Background: an optimization exercise with open tools, aiming at small area and a short achievable clock period. Do not read the settings as production practice. The RTL was checked by simulation tests, not by an equivalence proof against the original design. Power and IR drop assume default switching activity.

// maze_video_top
module maze_video_top (
  input  logic                     clk,
  input  logic                     reset,
  input  logic [8-1:0]   awaddr,
  input  logic                     awvalid,
  output logic                     awready,
  input  logic [32-1:0]   wdata,
  input  logic [32/8-1:0] wstrb,
  input  logic                     wvalid,
  output logic                     wready,
  output logic [1:0]               bresp,
  output logic                     bvalid,
  input  logic                     bready,
  input  logic [8-1:0]   araddr,
  input  logic                     arvalid,
  output logic                     arready,
  output logic [32-1:0]   rdata,
  output logic [1:0]               rresp,
  output logic                     rvalid,
  input  logic                     rready,
  output logic [11:0]              rgb,
  output logic [7:0]               pixel_x,
  output logic [8:0]               pixel_y,
  output logic                     de
);
export LEC_CHECK = 0
export CAP_MARGIN = 20
export CORE_MARGIN = 2
export CORE_UTILIZATION = 40
export CTS_BUF_LIST = sky130_fd_sc_hd__clkbuf_16
export CTS_CLUSTER_DIAMETER = 80
export CTS_CLUSTER_SIZE = 24
export SETUP_SLACK_MARGIN = 2.6
export SLEW_MARGIN = 20
create_clock -name core_clock -period 5.0 [get_ports {clk}]
standard.sh (not shown) runs the stock make flow with config.mk's settings and CLKGATE_MAP_FILE= SYNTH_SCRIPT=/design/flow/synth_recipe.tcl, a recipe that flattens the netlist after the stock synthesis.
==> flow/flow/run.sh <==
#!/bin/bash
set -euo pipefail
bash standard.sh MATCH_CELL_FOOTPRINT=0 \
  "BUFFER_PORTS_ARGS=-buffer_cell sky130_fd_sc_hd__buf_1" finish > standard.log 2>&1
The baseline completed with no timing, DRC or antenna violations.
Then changed:
--- a/flow/flow/run.sh
+++ b/flow/flow/run.sh
@@ -3 +3 @@
-bash standard.sh MATCH_CELL_FOOTPRINT=0 \
+bash standard.sh MATCH_CELL_FOOTPRINT=0 ADDER_MAP_FILE= \
Settings changed: CAP_MARGIN 20 to 5, SETUP_SLACK_MARGIN 2.6 to 2.8, SLEW_MARGIN 20 to 5.
After rerunning: Power falls by 2.9%; fmax rises by 12%; count of clock-buffer cells in the layout falls by 1; sequential power hardly moves; hold slack improves by 0.0045 ns.
Then changed:
==> flow/flow/run.sh (replaced) <==
#!/bin/bash
set -euo pipefail
bash standard.sh MATCH_CELL_FOOTPRINT=0 \
  "BUFFER_PORTS_ARGS=-buffer_cell sky130_fd_sc_hd__buf_1" finish > standard.log 2>&1
Settings changed: CAP_MARGIN 5 to 20, SETUP_SLACK_MARGIN 2.8 to 1.8, SLEW_MARGIN 5 to 20.
What happened: The changed run finished with timing, DRC and antenna clean; final cell count went down by a few percent; register-to-register slack loses 0.55 ns; power increases by a few percent.

========
maze_video_top again, from the RTL that the note above started with.
clock: 5.0 ns
lec_check: 0
cap_margin: 20
core_margin: 2
core_utilization: 40
cts_buf_list: sky130_fd_sc_hd__clkbuf_16
cts_cluster_diameter: 80
cts_cluster_size: 24
setup_slack_margin: 2.2
slew_margin: 20
==> flow/flow/run.sh <==
#!/bin/bash
set -euo pipefail
bash standard.sh MATCH_CELL_FOOTPRINT=0 \
  "BUFFER_PORTS_ARGS=-buffer_cell sky130_fd_sc_hd__buf_1" finish > standard.log 2>&1
Rerun with:
==> flow/flow/run.sh (replaced) <==
#!/bin/bash
set -euo pipefail
bash standard.sh MATCH_CELL_FOOTPRINT=0 ADDER_MAP_FILE= \
  "BUFFER_PORTS_ARGS=-buffer_cell sky130_fd_sc_hd__buf_1" finish > standard.log 2>&1
--- a/flow/config.mk
+++ b/flow/config.mk
@@ -10,6 +10,6 @@
 export CORE_UTILIZATION = 40
-export CTS_BUF_LIST = sky130_fd_sc_hd__clkbuf_16
-export CTS_CLUSTER_DIAMETER = 80
-export CTS_CLUSTER_SIZE = 24
-export SETUP_SLACK_MARGIN = 2.2
+export CTS_BUF_LIST = sky130_fd_sc_hd__clkbuf_8
+export CTS_CLUSTER_DIAMETER = 60
+export CTS_CLUSTER_SIZE = 16
+export SETUP_SLACK_MARGIN = 3.0
 export SLEW_MARGIN = 20
=> The changed run produced a clean layout; critical path depth rises by 1; worst setup slack gets better by 0.47 ns; count of clock-buffer cells in the layout is higher by 7; fmax came out higher by 21%.
Rerun with:
--- a/flow/config.mk
+++ b/flow/config.mk
@@ -9,3 +9,3 @@
 export CORE_MARGIN = 2
-export CORE_UTILIZATION = 40
+export CORE_UTILIZATION = 60
 export CTS_BUF_LIST = sky130_fd_sc_hd__clkbuf_8
@@ -13,3 +13,3 @@
 export CTS_CLUSTER_SIZE = 16
-export SETUP_SLACK_MARGIN = 3.0
+export SETUP_SLACK_MARGIN = 2.8
 export SLEW_MARGIN = 20
Effect: Power falls by 5.2%. Register-to-register slack improves by 0.07 ns. Fmax rises by 1.2%. Routed wire length falls by 10%. Sequential cell count stays the same. First-iteration DRC count falls by 8.0%. Global-route usage rises by 7.1 points. Combinational power falls by 19%.
Rerun with:
--- a/flow/config.mk
+++ b/flow/config.mk
@@ -9,6 +9,6 @@
 export CORE_MARGIN = 2
-export CORE_UTILIZATION = 60
-export CTS_BUF_LIST = sky130_fd_sc_hd__clkbuf_8
-export CTS_CLUSTER_DIAMETER = 60
-export CTS_CLUSTER_SIZE = 16
+export CORE_UTILIZATION = 40
+export CTS_BUF_LIST = sky130_fd_sc_hd__clkbuf_16
+export CTS_CLUSTER_DIAMETER = 80
+export CTS_CLUSTER_SIZE = 24
 export SETUP_SLACK_MARGIN = 2.8
The changed run ran to the end with no violations.
Power increases slightly.
Critical path depth increases by 6.
Setup slack improves by 0.032 ns.
Worst hold slack barely changes.
Routed wire length increases by a few percent.
Global-route usage decreases by 7.9 points.
Sequential share of layout area decreases by 1.7 points.
Cell count increases by roughly a tenth.

========
Starting RTL as in the previous note.
==> flow/config.mk <==
export PLATFORM = sky130hd
export DESIGN_NAME = maze_video_top
export DESIGN_NICKNAME = maze_video_top
export VERILOG_FILES = /design/flow/design.v
export SDC_FILE = /design/flow/constraint.sdc
export NUM_CORES = 4
export LEC_CHECK = 0
export CAP_MARGIN = 20
export CORE_MARGIN = 2
export CORE_UTILIZATION = 40
export CTS_BUF_LIST = sky130_fd_sc_hd__clkbuf_16
export CTS_CLUSTER_DIAMETER = 80
export CTS_CLUSTER_SIZE = 24
export SETUP_SLACK_MARGIN = 3.0
export SLEW_MARGIN = 20
==> flow/constraint.sdc <==
create_clock -name core_clock -period 5.0 [get_ports {clk}]
set_input_delay 1.0000 -clock core_clock [delete_from_list [all_inputs] [get_ports {clk}]]
set_output_delay 1.0000 -clock core_clock [all_outputs]
set_load 0.01 [all_outputs]
==> flow/flow/run.sh <==
#!/bin/bash
set -euo pipefail
bash standard.sh MATCH_CELL_FOOTPRINT=0 \
  "BUFFER_PORTS_ARGS=-buffer_cell sky130_fd_sc_hd__buf_1" finish > standard.log 2>&1
The baseline went through all stages and came out clean.
Rerun with:
--- a/flow/flow/run.sh
+++ b/flow/flow/run.sh
@@ -3 +3 @@
-bash standard.sh MATCH_CELL_FOOTPRINT=0 \
+bash standard.sh MATCH_CELL_FOOTPRINT=0 ADDER_MAP_FILE= \
- CTS_BUF_LIST: sky130_fd_sc_hd__clkbuf_16 -> sky130_fd_sc_hd__clkbuf_8
- CTS_CLUSTER_DIAMETER: 80 -> 60
- CTS_CLUSTER_SIZE: 24 -> 16
- SETUP_SLACK_MARGIN: 3.0 -> 2.8
The changed run finished clean.
Hold slack barely changes.
Maximum frequency went up by 9.6%.
Total power went down by 1.1%.
Sequential cell count stays the same.
Register-to-register slack improves by 160 ps.
Design area went down by about 7%.
Non-clock buffer count went down by 76.
Wire length went down by 4.3%.
Cell count went up by about 1.6%.
Global-route usage went down by 0.12 points.
Area after synthesis went up by 0.36%.

-- afterwards: timing with drivers on the ports --
How much do the figures lean on ideal ports? The routed layouts below were timed once more, with nothing changed but the port constraints. Step 1 (the two cells are an assumption about what drives the block):
set clk [get_ports {clk}]
set_driving_cell -lib_cell sky130_fd_sc_hd__clkbuf_16 $clk
set_driving_cell -lib_cell sky130_fd_sc_hd__buf_2 [delete_from_list [all_inputs] $clk]
Step 2 also shifts input and output timing later by t, the mid clock arrival at the registers, as if the neighbouring blocks saw the same clock. a / b / c = no drivers / after step 1 / after step 2; a / b = the first two.
| run | shift t [ns] | setup slack, ns | latest minus earliest clock arrival (ns) |
|---|---|---|---|
| the first run of note 1 | 0.599 | 2.559 / 2.559 / 2.002 | 0.047 / 0.048 |
| the second run of note 1 | 0.569 | 2.826 / 2.826 / 2.311 | 0.034 / 0.034 |
| the third run of note 1 | 0.600 | 2.088 / 2.123 / 1.523 | 0.046 / 0.046 |
| the first run of note 2 | 0.599 | 2.294 / 2.295 / 1.696 | 0.044 / 0.044 |
| the second run of note 2 | 0.659 | 2.767 / 2.749 / 2.331 | 0.034 / 0.035 |
| the third run of note 2 | 0.637 | 2.793 / 2.747 / 2.217 | 0.019 / 0.019 |
| the fourth run of note 2 | 0.569 | 2.826 / 2.826 / 2.311 | 0.034 / 0.034 |
| the first run of note 3 | 0.567 | 2.598 / 2.584 / 2.017 | 0.015 / 0.015 |
| the second run of note 3 | 0.653 | 2.809 / 2.762 / 2.249 | 0.049 / 0.049 |
After both steps setup and hold are still met in every run listed. For the first run of note 2, which loses most, drivers alone change the setup slack by +0.001 ns; drivers and shift together by -0.598 ns.
